From an optimization exercise on the open Yosys and OpenROAD flow, aimed at small area, a short achievable clock period and few clock cycles per item; shortcuts taken in it are not production practice.
Where RTL was checked, it was by simulation tests only, not by an equivalence proof against the original.

==> run D: inputs <==
// sm4Core
module sm4Core (
  input  wire logic                             clk,
  input  wire logic                             rst_n,
  input  wire logic                             start,
  input  wire logic                             decrypt,
  input  wire logic [sm4CorePkg::BLOCK_W-1:0]   key,
  input  wire logic [sm4CorePkg::BLOCK_W-1:0]   textIn,
  output logic [sm4CorePkg::BLOCK_W-1:0]        textOut,
  output logic                                  done
);
==> module sm4Core, before the edit <==
module sm4Core (
  input  wire logic                             clk,
  input  wire logic                             rst_n,
  input  wire logic                             start,
  input  wire logic                             decrypt,
  input  wire logic [sm4CorePkg::BLOCK_W-1:0]   key,
  input  wire logic [sm4CorePkg::BLOCK_W-1:0]   textIn,
  output logic [sm4CorePkg::BLOCK_W-1:0]        textOut,
  output logic                                  done
);
  localparam logic [ROUND_W-1:0] CNT_LAST = ROUND_W'(ROUNDS - 1);
  logic               busy;
  logic               rounds;
  logic               decMode;
  logic               valid;
  logic [ROUND_W-1:0] cnt;
  logic [ROUND_W-1:0] cntNext;
  logic               accept;
  logic               hit;
  logic               lastRound;
  logic               toRounds;
  logic               keyBack;
  logic               saveEnd;
  logic [BLOCK_W-1:0] keyIn;
  logic [BLOCK_W-1:0] kw;
  logic [BLOCK_W-1:0] ko;
  assign keyIn     = key ^ sm4TablesPkg::FK;
  assign accept    = start && !busy;
  assign hit       = valid && (keyIn == kw);
  assign lastRound = busy && rounds && (cnt == '0);
  assign toRounds  = busy && !rounds && (!decMode || cnt == CNT_LAST);
  assign keyBack   = busy && decMode && rounds;
  always_comb
  begin
    if (accept)
      cntNext = hit ? (decrypt ? CNT_LAST : ROUND_W'(1)) : '0;
    else if (!busy || lastRound)
      cntNext = '0;
    else if (rounds ? decMode : (decMode && cnt == CNT_LAST))
      cntNext = rounds ? cnt - 1'b1 : cnt;
    else
      cntNext = cnt + 1'b1;
  end
  always_ff @(posedge clk or negedge rst_n)
  begin
    if (!rst_n)
    begin
      busy    <= 1'b0;
      rounds  <= 1'b0;
      decMode <= 1'b0;
      valid   <= 1'b0;
      cnt     <= '0;
      done    <= 1'b0;
    end
    else
    begin
      done <= lastRound;
      cnt  <= cntNext;
      if (accept)
      begin
        busy    <= 1'b1;
        rounds  <= hit;
        decMode <= decrypt;
      end
      else
      begin
        if (lastRound)
        begin
          busy  <= 1'b0;
          valid <= 1'b1;
        end
        if (toRounds)
          rounds <= 1'b1;
      end
    end
  end
  logic [WORD_W-1:0] ckReg;
  always_ff @(posedge clk)
    ckReg <= sm4TablesPkg::ck(cntNext);
  logic [WORD_W-1:0] k0, k1, k2, k3;
  logic [WORD_W-1:0] tk;
  logic [WORD_W-1:0] e0, e1, e2, e3;
  logic              stepFwd;
  logic              stepBack;
  logic              encEnd;
  assign {k0, k1, k2, k3} = kw;
  assign tk = sm4TablesPkg::keyT(k1 ^ k2 ^ (keyBack ? k0 : k3) ^ ckReg);
  assign encEnd   = lastRound && !decMode;
  assign stepFwd  = (accept && hit && !decrypt) || (busy && !keyBack && !encEnd);
  assign stepBack = busy && keyBack;
  always_comb
  begin
    if (accept && !hit)
      {e0, e1, e2, e3} = keyIn;
    else if ((accept && decrypt) || encEnd)
      {e0, e1, e2, e3} = ko;
    else if (stepFwd)
      {e0, e1, e2, e3} = {k1, k2, k3, k0};
    else if (stepBack)
      {e0, e1, e2, e3} = {k3, k0, k1, k2};
    else
      {e0, e1, e2, e3} = kw;
  end
  always_ff @(posedge clk)
    kw <= {(tk & {WORD_W{stepBack}}) ^ e0, e1, e2, (tk & {WORD_W{stepFwd}}) ^ e3};
  assign saveEnd = busy && (decMode ? (rounds && cnt == CNT_LAST)
                                    : (!rounds || cnt == '0));
  always_ff @(posedge clk)
  begin
    if ((accept && hit && !decrypt) || saveEnd)
      ko <= kw;
  end
  logic [WORD_W-1:0] x0, x1, x2, x3;
  logic [WORD_W-1:0] ty;
  logic              dataRound;
  assign dataRound = busy && rounds;
  assign ty = sm4TablesPkg::dataT(x1 ^ x2 ^ x3 ^ k3);
  always_ff @(posedge clk)
  begin
    if (accept)
      {x0, x1, x2} <= textIn[127:32];
    else if (dataRound)
      {x0, x1, x2} <= {x1, x2, x3};
  end
  always_ff @(posedge clk)
    x3 <= (ty & {WORD_W{dataRound}}) ^ (accept ? textIn[31:0] : (dataRound ? x0 : x3));
  assign textOut = {x3, x2, x1, x0};
endmodule
Settings: LEC_CHECK=0, CAP_MARGIN=20, CORE_MARGIN=2, CORE_UTILIZATION=40, SETUP_SLACK_MARGIN=5, SLEW_MARGIN=20, TNS_END_PERCENT=0; clock period 11.0 ns.
run.sh (not shown) runs the stock make flow with config.mk's settings and CLKGATE_MAP_FILE= SYNTH_SCRIPT=/design/flow/synth_recipe.tcl, a recipe that flattens the netlist after the stock synthesis.
==> run Y: changes against run D <==
==> flow/flow/run.sh (new file) <==
#!/bin/bash
# Own layout flow: the standard flow (standard.sh), with
#  - synthesis as standard.sh does it, except for the ABC mapping script
#    (flow/abc.script) used for the logic between the registers;
#  - the ORFS knobs in flow/knobs.txt added to the layout's make call.
# Registers, their names and cells are the standard synthesis's: the
# flip-flops are mapped before ABC runs and ABC does not touch them.
# Each tool's full output goes to a log file of its own in this folder.
set -euo pipefail
here=$(pwd)
fdir=$here/flow

# synthesis script: synth_recipe.tcl with ORFS's synth.tcl swapped for a copy
# whose abc call uses flow/abc.script.
sed "s#^  log_cmd abc {\*}\$abc_args#  set abc_args [lreplace \$abc_args 1 1 $fdir/abc.script]\n  log_cmd abc {*}\$abc_args#" \
  "$FLOW_HOME/scripts/synth.tcl" > "$here/own_synth.tcl"
grep -q "abc.script" "$here/own_synth.tcl"
sed "s#\$::env(SCRIPTS_DIR)/synth.tcl#$here/own_synth.tcl#" "$here/synth_recipe.tcl" > "$here/own_synth_recipe.tcl"
grep -q "own_synth.tcl" "$here/own_synth_recipe.tcl"

knobs=()
if [[ -f $fdir/knobs.txt ]]; then
  while IFS= read -r line; do
    [[ -n "$line" && "$line" != \#* ]] && knobs+=("$line")
  done < "$fdir/knobs.txt"
fi

bash standard.sh "SYNTH_SCRIPT=$here/own_synth_recipe.tcl" synth > "$here/synth.log" 2>&1
bash standard.sh "SYNTH_SCRIPT=$here/own_synth_recipe.tcl" "${knobs[@]}" finish > "$here/layout.log" 2>&1
test -f "$here/out/final.def"
==> flow/flow/abc.script (new file) <==
&get -n
&st
&dch
&nf
&st
&syn2
&if -g -K 6
&synch2
&nf
&st
&syn2
&if -g -K 6
&synch2
&nf
&st
&syn2
&if -g -K 6
&synch2
&nf
&st
&syn2
&if -g -K 6
&synch2
&nf
&st
&syn2
&if -g -K 6
&synch2
&nf
&put
buffer -c
topo
stime -c
upsize -c
dnsize -c
==> flow/flow/knobs.txt (new file) <==
BUFFER_PORTS_ARGS=-buffer_cell sky130_fd_sc_hd__buf_1
==> flow/standard.sh (new file) <==
#!/bin/bash
# synth_recipe.tcl (not shown) runs the flow's synth.tcl, then flattens the netlist and writes it again
# the make line also repeats each setting of config.mk as NAME=value (left out here)
make -C /OpenROAD-flow-scripts/flow DESIGN_CONFIG=/design/flow/config.mk WORK_HOME=/design/flow/orfs CLKGATE_MAP_FILE= SYNTH_SCRIPT=/design/flow/synth_recipe.tcl "${@:-finish}"
--- a/flow/config.mk
+++ b/flow/config.mk
@@ -8,5 +8,5 @@
 export CAP_MARGIN = 20
 export CORE_MARGIN = 2
-export CORE_UTILIZATION = 40
+export CORE_UTILIZATION = 65
 export SETUP_SLACK_MARGIN = 5
 export SLEW_MARGIN = 20
removed: flow/run.sh
==> run B: changes against run D <==
--- a/flow/design.v
+++ b/flow/design.v
@@ -133,4 +133,19 @@
 `default_nettype wire
 `default_nettype none
+import sm4TablesPkg::*;
+module sm4DataT (
+  input  wire logic [31:0] y,
+  output logic [31:0]      t
+);
+  assign t = sm4TablesPkg::dataT(y);
+endmodule
+module sm4KeyT (
+  input  wire logic [31:0] y,
+  output logic [31:0]      t
+);
+  assign t = sm4TablesPkg::keyT(y);
+endmodule
+`default_nettype wire
+`default_nettype none
 import sm4CorePkg::*;
 module sm4Core (
@@ -146,4 +161,6 @@
   localparam logic [ROUND_W-1:0] CNT_LAST = ROUND_W'(ROUNDS - 1);
   logic               busy;
+  logic               spec;
+  logic               hitR;
   logic               rounds;
   logic               decMode;
@@ -152,9 +169,11 @@
   logic [ROUND_W-1:0] cntNext;
   logic               accept;
-  logic               hit;
+  logic               missNow;
   logic               lastRound;
   logic               toRounds;
   logic               keyBack;
+  logic               dataRound;
   logic               saveEnd;
+  logic               keyBackNext;
   logic [BLOCK_W-1:0] keyIn;
   logic [BLOCK_W-1:0] kw;
@@ -162,13 +181,12 @@
   assign keyIn     = key ^ sm4TablesPkg::FK;
   assign accept    = start && !busy;
-  assign hit       = valid && (keyIn == kw);
-  assign lastRound = busy && rounds && (cnt == '0);
+  assign missNow   = spec && !hitR;
+  assign lastRound = busy && rounds && !spec && (cnt == '0);
   assign toRounds  = busy && !rounds && (!decMode || cnt == CNT_LAST);
-  assign keyBack   = busy && decMode && rounds;
   always_comb
   begin
     if (accept)
-      cntNext = hit ? (decrypt ? CNT_LAST : ROUND_W'(1)) : '0;
-    else if (!busy || lastRound)
+      cntNext = decrypt ? CNT_LAST : ROUND_W'(1);
+    else if (!busy || lastRound || missNow)
       cntNext = '0;
     else if (rounds ? decMode : (decMode && cnt == CNT_LAST))
@@ -177,14 +195,20 @@
       cntNext = cnt + 1'b1;
   end
+  assign keyBackNext = accept ? decrypt
+                              : (busy && !lastRound && !missNow && decMode && (rounds || toRounds));
   always_ff @(posedge clk or negedge rst_n)
   begin
     if (!rst_n)
     begin
-      busy    <= 1'b0;
-      rounds  <= 1'b0;
-      decMode <= 1'b0;
-      valid   <= 1'b0;
-      cnt     <= '0;
-      done    <= 1'b0;
+      busy      <= 1'b0;
+      spec      <= 1'b0;
+      hitR      <= 1'b0;
+      rounds    <= 1'b0;
+      decMode   <= 1'b0;
+      valid     <= 1'b0;
+      cnt       <= '0;
+      done      <= 1'b0;
+      keyBack   <= 1'b0;
+      dataRound <= 1'b0;
     end
     else
@@ -192,8 +216,12 @@
       done <= lastRound;
       cnt  <= cntNext;
+      spec <= accept;
+      hitR <= valid && (keyIn == kw);
+      keyBack   <= keyBackNext;
+      dataRound <= accept || (busy && !lastRound && !missNow && (rounds || toRounds));
       if (accept)
       begin
         busy    <= 1'b1;
-        rounds  <= hit;
+        rounds  <= 1'b1;
         decMode <= decrypt;
       end
@@ -205,12 +233,11 @@
           valid <= 1'b1;
         end
-        if (toRounds)
+        if (missNow)
+          rounds <= 1'b0;
+        else if (toRounds)
           rounds <= 1'b1;
       end
     end
   end
-  logic [WORD_W-1:0] ckReg;
-  always_ff @(posedge clk)
-    ckReg <= sm4TablesPkg::ck(cntNext);
   logic [WORD_W-1:0] k0, k1, k2, k3;
   logic [WORD_W-1:0] tk;
@@ -219,14 +246,13 @@
   logic              stepBack;
   logic              encEnd;
+  logic [WORD_W-1:0] z;
   assign {k0, k1, k2, k3} = kw;
-  assign tk = sm4TablesPkg::keyT(k1 ^ k2 ^ (keyBack ? k0 : k3) ^ ckReg);
+  sm4KeyT u_keyT (.y(z), .t(tk));
   assign encEnd   = lastRound && !decMode;
-  assign stepFwd  = (accept && hit && !decrypt) || (busy && !keyBack && !encEnd);
-  assign stepBack = busy && keyBack;
+  assign stepFwd  = (accept && !decrypt) || (busy && !keyBack && !encEnd && !missNow);
+  assign stepBack = busy && keyBack && !missNow;
   always_comb
   begin
-    if (accept && !hit)
-      {e0, e1, e2, e3} = keyIn;
-    else if ((accept && decrypt) || encEnd)
+    if ((accept && decrypt) || missNow || encEnd)
       {e0, e1, e2, e3} = ko;
     else if (stepFwd)
@@ -239,25 +265,38 @@
   always_ff @(posedge clk)
     kw <= {(tk & {WORD_W{stepBack}}) ^ e0, e1, e2, (tk & {WORD_W{stepFwd}}) ^ e3};
-  assign saveEnd = busy && (decMode ? (rounds && cnt == CNT_LAST)
-                                    : (!rounds || cnt == '0));
   always_ff @(posedge clk)
-  begin
-    if ((accept && hit && !decrypt) || saveEnd)
+    z <= (tk & {WORD_W{keyBackNext ? stepBack : stepFwd}}) ^
+         (e1 ^ e2 ^ (keyBackNext ? e0 : e3) ^ sm4TablesPkg::ck(cntNext));
+  assign saveEnd = busy && !missNow && (decMode ? (rounds && cnt == CNT_LAST)
+                                                : (!rounds || cnt == '0));
+  always_ff @(posedge clk)
+  begin
+    if (accept)
+      ko <= keyIn;
+    else if (saveEnd)
       ko <= kw;
   end
   logic [WORD_W-1:0] x0, x1, x2, x3;
+  logic [WORD_W-1:0] ex0, ex1, ex2, ex3;
+  logic [WORD_W-1:0] y;
   logic [WORD_W-1:0] ty;
-  logic              dataRound;
-  assign dataRound = busy && rounds;
-  assign ty = sm4TablesPkg::dataT(x1 ^ x2 ^ x3 ^ k3);
+  logic              dataStep;
+  assign dataStep = dataRound && !missNow;
+  sm4DataT u_dataT (.y(y), .t(ty));
+  always_comb
+  begin
+    if (accept)
+      {ex0, ex1, ex2, ex3} = textIn;
+    else if (dataStep)
+      {ex0, ex1, ex2, ex3} = {x1, x2, x3, x0};
+    else
+      {ex0, ex1, ex2, ex3} = {x0, x1, x2, x3};
+  end
   always_ff @(posedge clk)
   begin
-    if (accept)
-      {x0, x1, x2} <= textIn[127:32];
-    else if (dataRound)
-      {x0, x1, x2} <= {x1, x2, x3};
-  end
-  always_ff @(posedge clk)
-    x3 <= (ty & {WORD_W{dataRound}}) ^ (accept ? textIn[31:0] : (dataRound ? x0 : x3));
+    {x0, x1, x2} <= {ex0, ex1, ex2};
+    x3 <= (ty & {WORD_W{dataStep}}) ^ ex3;
+    y  <= (ty & {WORD_W{dataStep}}) ^ (tk & {WORD_W{stepFwd}}) ^ (ex1 ^ ex2 ^ ex3 ^ e3);
+  end
   assign textOut = {x3, x2, x1, x0};
 endmodule
==> flow/flow/run.sh (new file) <==
#!/bin/bash
# Own layout flow: the standard flow (standard.sh) with its synthesis
# changed in one place only. Where the standard synthesis maps all logic with
# its ABC script, this one maps the modules listed in flow/alt_modules.txt
# with the ABC script flow/alt.abc, and the rest with the standard script.
# The flip-flops are mapped before that step, as in the standard synthesis,
# so registers, names and cells are unchanged.
# flow/knobs.txt adds ORFS variables to both make calls.
# Each tool's full output goes to a log file of its own in this folder.
set -euo pipefail
here=$(pwd)
fdir=$here/flow
alts=$(tr '\n' ' ' < "$fdir/alt_modules.txt")
rest=$(tr '\n' ' ' < "$fdir/std_modules.txt")

sed "s#^  log_cmd abc {\*}\$abc_args#  set alt_args [lreplace \$abc_args 1 1 $fdir/alt.abc]\n  log_cmd abc {*}\$alt_args $alts\n  log_cmd abc {*}\$abc_args $rest#" \
  "$FLOW_HOME/scripts/synth.tcl" > "$here/own_synth.tcl"
grep -q "alt.abc" "$here/own_synth.tcl"
sed "s#\$::env(SCRIPTS_DIR)/synth.tcl#$here/own_synth.tcl#" "$here/synth_recipe.tcl" > "$here/own_synth_recipe.tcl"
grep -q "own_synth.tcl" "$here/own_synth_recipe.tcl"

knobs=()
if [[ -f $fdir/knobs.txt ]]; then
  while IFS= read -r line; do
    [[ -n "$line" && "$line" != \#* ]] && knobs+=("$line")
  done < "$fdir/knobs.txt"
fi

bash standard.sh "SYNTH_SCRIPT=$here/own_synth_recipe.tcl" "${knobs[@]}" synth > "$here/synth.log" 2>&1
bash standard.sh "SYNTH_SCRIPT=$here/own_synth_recipe.tcl" "${knobs[@]}" finish > "$here/layout.log" 2>&1
test -f "$here/out/final.def"
==> flow/flow/alt.abc (new file) <==
strash
dch
map -B 0.5
topo
stime -c
buffer -c
upsize -c
dnsize -c
==> flow/flow/alt_modules.txt (new file) <==
sm4DataT
sm4KeyT
==> flow/flow/knobs.txt (new file) <==
SYNTH_HIERARCHICAL=1
BUFFER_PORTS_ARGS=-buffer_cell sky130_fd_sc_hd__buf_1
==> flow/flow/std_modules.txt (new file) <==
sm4Core
==> flow/standard.sh (new file) <==
#!/bin/bash
# synth_recipe.tcl (not shown) runs the flow's synth.tcl, then flattens the netlist and writes it again
# the make line also repeats each setting of config.mk as NAME=value (left out here)
make -C /OpenROAD-flow-scripts/flow DESIGN_CONFIG=/design/flow/config.mk WORK_HOME=/design/flow/orfs CLKGATE_MAP_FILE= SYNTH_SCRIPT=/design/flow/synth_recipe.tcl "${@:-finish}"
--- a/flow/config.mk
+++ b/flow/config.mk
@@ -8,5 +8,5 @@
 export CAP_MARGIN = 20
 export CORE_MARGIN = 2
-export CORE_UTILIZATION = 40
+export CORE_UTILIZATION = 60
 export SETUP_SLACK_MARGIN = 5
 export SLEW_MARGIN = 20
removed: flow/run.sh
==> notes <==
Register-to-register slack, highest first: run B, run D, run Y. First-iteration DRC count: run D < run Y < run B. Cell area: run Y < run D < run B. Worst setup slack, lowest first: run Y, run D, run B. Synthesized area: run B is larger than run Y (17%). Sequential share of layout area, highest first: run Y, run D, run B.
==> figures <==
|  | run Y | run D | run B |
|---|---|---|---|
| Result of the run | no timing/DRC/antenna violations | no timing/DRC/antenna violations | no timing/DRC/antenna violations |
| Vias in the first global route | 32454 | 31655 | 43348 |
| Well-Tap Cells | 773 | 1265 | 969 |
| Total Routed Length | 143000 um | 151000 um | 171000 um |
| Worst setup slack after placement | 2.17 ns | 2.25 ns | 4.14 ns |
| Post-route core utilization | 0.802 | 0.535 | 0.690 |
| Final area over synthesized area | 1.229x | 1.326x | 1.144x |
| Xor-xnor portion of the synthesized cell area | 0.304 | 0.304 | 0.128 |
| Maximum number of pins on one net before global-route repair | 194 | 178 | 214 |
| Fraction of synthesized cell area taken by the top area cell type | 0.226 | 0.226 | 0.194 |
| Path depth of the worst reg2reg path | 25 | 29 | 42 |
| Layout Nets | 4873 | 4904 | 7237 |
Testbench counts of run D, summed over its fixed seeds: cycles 55,796, blocks 1,600.
Testbench counts of run Y, summed over its fixed seeds: cycles 55,796, blocks 1,600.
Function not checked in run B: the RTL went through the layout flow alone.

## separate check: timing with driven ports
How much do the figures lean on ideal ports? The routed layouts below were timed once more, with nothing changed but the port constraints.
Step 1 sets driving cells, clkbuf_16 on the clock port and buf_2 on the other inputs (assumed; they add their load-dependent delay and slew).
Step 2 also shifts input and output timing later by t, the mid clock arrival at the registers, as if the neighbouring blocks saw the same clock.
Slacks: no drivers / after step 1 / after step 2; pairs: no drivers / after step 1.
| run | shift t [ns] | slack for setup (ns) | worst hold slack (ns) | clock arrival spread, ns | cell pins on the clock port's net |
|---|---|---|---|---|---|
| run D | 0.694 | 4.488 / 4.520 / 3.826 | 0.511 / 0.511 / 0.511 | 0.059 / 0.059 | 1 |
| run Y | 0.675 | 4.221 / 4.221 / 3.625 | 0.556 / 0.556 / 0.556 | 0.023 / 0.023 | 1 |
| run B | 0.694 | 5.121 / 5.153 / 4.471 | 0.477 / 0.477 / 0.477 | 0.032 / 0.033 | 1 |
After both steps setup and hold are still met in every run listed. The setup slack of run D, which loses most, moves by +0.032 ns with the drivers and by -0.662 ns with both steps.
